Source: an optimization exercise on an open RTL-to-GDS flow (aim: small area). Production flows keep margins and buffers that such runs may drop. The RTL was checked by simulation tests, not by an equivalence proof against the original design. Power figures rest on the tool's default switching activity, not on a simulated workload.

==> v4 <==
Design coeff_ramp16, start of the top module:
module coeff_ramp16 #(
   parameter logic [mixer_pkg::COEFF_W-1:0] STEP = 16'd64
) (
   input  logic              clk,
   input  logic              rst_n,
   input  logic              sample_tick,
   input  logic              coeff_done,
   input  logic              snap,
   input  logic [mixer_pkg::FLAT_W-1:0] tgt_L_flat,
   input  logic [mixer_pkg::FLAT_W-1:0] tgt_R_flat,
   output logic [mixer_pkg::FLAT_W-1:0] cur_L_flat,
   output logic [mixer_pkg::FLAT_W-1:0] cur_R_flat,
   output logic              ramp_busy,
   output logic              settled,
   output logic              overrun,
   input  logic              overrun_clr
);
   localparam int NCH = mixer_pkg::NCH;
   localparam int W   = mixer_pkg::COEFF_W;
   localparam int FW  = mixer_pkg::FLAT_W;
   logic [FW-1:0] r_pend_l, r_pend_r;
   logic          r_pz;
   logic [FW-1:W] r_act_l, r_act_r;
   logic [FW-1:0] r_cur_l, r_cur_r;
   logic [NCH-1:0] r_sel;
   logic [FW-1:0] w_src_l, w_src_r;
   logic [FW-1:W] w_act_d_l, w_act_d_r;
   logic [FW-1:0] w_cur_d_l, w_cur_d_r;
   logic r_all_eq;
   logic r_dirty;
   logic r_busy;
   logic r_settled;
   logic r_overrun;
   logic [NCH-1:0] w_wr;
   logic [NCH-1:0] w_hold;
   logic           w_first;
   logic [W-1:0]   w_cur_l, w_cur_r;
   logic [W-1:0]   w_tgt_l, w_tgt_r;
  ...
Settings: LEC_CHECK=0, ABC_AREA=1, ABC_CLOCK_PERIOD_IN_PS=6500, CAP_MARGIN=20, CORE_MARGIN=2, CORE_UTILIZATION=65, SETUP_SLACK_MARGIN=0.2, SLEW_MARGIN=20; clock period 9.0 ns.
standard.sh (not shown) runs the stock make flow with config.mk's settings and CLKGATE_MAP_FILE= SYNTH_SCRIPT=/design/flow/synth_recipe.tcl, a recipe that flattens the netlist after the stock synthesis.
==> flow/flow/run.sh <==
#!/bin/bash
# Own layout flow: the standard synthesis unchanged, then its combinational logic mapped
# again for area (registers untouched), then the standard ORFS steps with 1-size port
# buffers and a clock tree of smaller buffers. Each tool's output goes to its own log here.
set -euo pipefail
R=$PWD/orfs/results/sky130hd/coeff_ramp16/base
export BUFFER_PORTS_ARGS="-buffer_cell sky130_fd_sc_hd__buf_1"
export CTS_ARGS="-sink_clustering_enable -repair_clock_nets -dont_use_dummy_load -buf_list {sky130_fd_sc_hd__clkbuf_4} -sink_clustering_size 9 -sink_clustering_max_diameter 45"
bash standard.sh "$R/1_2_yosys.v" > log_synth.txt 2>&1
cp "$R/1_2_yosys.v" remap_in.v
cp "$R/1_2_yosys.v" "$R/1_2_yosys.standard.v"
YOSYS=$(command -v yosys || echo "$FLOW_HOME/../tools/install/yosys/bin/yosys")
"$YOSYS" -s flow/remap.ys > log_remap.txt 2>&1
cp remap_out.v "$R/1_2_yosys.v"
bash standard.sh synth > log_synth_odb.txt 2>&1
bash standard.sh floorplan > log_floorplan.txt 2>&1
bash standard.sh place > log_place.txt 2>&1
bash standard.sh cts > log_cts.txt 2>&1
bash standard.sh route > log_route.txt 2>&1
bash standard.sh finish > log_finish.txt 2>&1
Other scripts of this flow, unchanged in this note and not shown: flow/flow/area.abc, flow/flow/comb_map.v, flow/flow/remap.ys
==> v1 (differences from v4) <==
--- a/flow/config.mk
+++ b/flow/config.mk
@@ -10,5 +10,5 @@
 export CAP_MARGIN = 20
 export CORE_MARGIN = 2
-export CORE_UTILIZATION = 65
+export CORE_UTILIZATION = 55
 export SETUP_SLACK_MARGIN = 0.2
 export SLEW_MARGIN = 20
==> run summary <==
Against v4, the sequential share of layout area of v1 is lower by 0.25 points. Against v1, the clock-buffer cell count of v4 is lower by 5. In v1 the utilization is lower than in v4, by 11 points. In v1 the die area is larger than in v4, by 18%. Synthesized cell count is the same in v4 and v1. In combinational power, v1 and v4 hardly differ. Between v1 and v4, the lower non-clock buffer count is in v4 (gap 9). In v1 the hold slack is better than in v4, by 0.053 ns.


==> inputs of pepper <==
Starting RTL as in the previous note.
==> flow/config.mk <==
export PLATFORM = sky130hd
export DESIGN_NAME = coeff_ramp16
export DESIGN_NICKNAME = coeff_ramp16
export VERILOG_FILES = /design/flow/design.v
export SDC_FILE = /design/flow/constraint.sdc
export NUM_CORES = 4
export LEC_CHECK = 0
export ABC_AREA = 1
export ABC_CLOCK_PERIOD_IN_PS = 6500
export CAP_MARGIN = 20
export CORE_MARGIN = 2
export CORE_UTILIZATION = 65
export SETUP_SLACK_MARGIN = 0.2
export SLEW_MARGIN = 20
==> flow/constraint.sdc <==
create_clock -name core_clock -period 9.0 [get_ports {clk}]
set_input_delay 1.8000 -clock core_clock [delete_from_list [all_inputs] [get_ports {clk}]]
set_output_delay 1.8000 -clock core_clock [all_outputs]
set_load 0.01 [all_outputs]
==> flow/flow/run.sh <==
#!/bin/bash
# Own layout flow: the standard synthesis unchanged, then its combinational logic mapped
# again for area (registers untouched), then the standard ORFS steps with 1-size port
# buffers and a clock tree of smaller buffers. Each tool's output goes to its own log here.
set -euo pipefail
R=$PWD/orfs/results/sky130hd/coeff_ramp16/base
export BUFFER_PORTS_ARGS="-buffer_cell sky130_fd_sc_hd__buf_1"
export CTS_ARGS="-sink_clustering_enable -repair_clock_nets -dont_use_dummy_load -buf_list {sky130_fd_sc_hd__clkbuf_4} -sink_clustering_size 8 -sink_clustering_max_diameter 40"
bash standard.sh "$R/1_2_yosys.v" > log_synth.txt 2>&1
cp "$R/1_2_yosys.v" remap_in.v
cp "$R/1_2_yosys.v" "$R/1_2_yosys.standard.v"
YOSYS=$(command -v yosys || echo "$FLOW_HOME/../tools/install/yosys/bin/yosys")
"$YOSYS" -s flow/remap.ys > log_remap.txt 2>&1
cp remap_out.v "$R/1_2_yosys.v"
bash standard.sh synth > log_synth_odb.txt 2>&1
bash standard.sh floorplan > log_floorplan.txt 2>&1
bash standard.sh place > log_place.txt 2>&1
bash standard.sh cts > log_cts.txt 2>&1
bash standard.sh route > log_route.txt 2>&1
bash standard.sh finish > log_finish.txt 2>&1
==> flow/flow/area.abc <==
strash
dch -f
amap
topo
mfs3 -a
topo
Other scripts of this flow, unchanged in this note and not shown: flow/flow/comb_map.v, flow/flow/remap.ys
==> willow: changes against pepper <==
--- a/flow/config.mk
+++ b/flow/config.mk
@@ -10,5 +10,5 @@
 export CAP_MARGIN = 20
 export CORE_MARGIN = 2
-export CORE_UTILIZATION = 65
+export CORE_UTILIZATION = 55
 export SETUP_SLACK_MARGIN = 0.2
 export SLEW_MARGIN = 20
==> juniper: changes against pepper <==
==> flow/flow/area.abc (replaced) <==
strash
dch -f
amap
topo
--- a/flow/config.mk
+++ b/flow/config.mk
@@ -10,5 +10,5 @@
 export CAP_MARGIN = 20
 export CORE_MARGIN = 2
-export CORE_UTILIZATION = 65
+export CORE_UTILIZATION = 55
 export SETUP_SLACK_MARGIN = 0.2
 export SLEW_MARGIN = 20
==> notes <==
- Fmax: pepper < juniper < willow.
- Of pepper and juniper, pepper has the higher sequential power (gap about 0.4%, measured against juniper).
- In clock power, willow and juniper hardly differ.
- First-iteration DRC count, lowest first: willow, juniper, pepper.

what the ideal ports hide:
The flow's constraints put no driver on any port. The routed layouts listed below were extracted and timed again, unchanged, in two steps. Step 1, drivers: a clkbuf_16 drives clk and a buf_2 each remaining input, both assumed. Step 2 times the ports against the registers' clock, not the clock port: input delays grow and output delays shrink by t, the midpoint of the rising clock arrivals with the driver on. a / b / c = ideal / step 1 / step 2; a / b = the first two.
run | shift t [ns] | setup WS [ns] | worst setup path after step 2 | slew at the worst register clock pin (ns)
v4 | 1.160 | 0.720 / 0.720 / 0.720 | register to register | 0.11 / 0.11
v1 | 1.250 | 0.986 / 0.986 / 0.986 | register to register | 0.12 / 0.12
pepper | 1.181 | 0.773 / 0.773 / 0.773 | register to register | 0.10 / 0.10
willow | 1.263 | 0.934 / 0.934 / 0.934 | register to register | 0.10 / 0.10
juniper | 1.232 | 0.847 / 0.847 / 0.847 | register to register | 0.10 / 0.10
After both steps setup and hold are still met in every run listed.
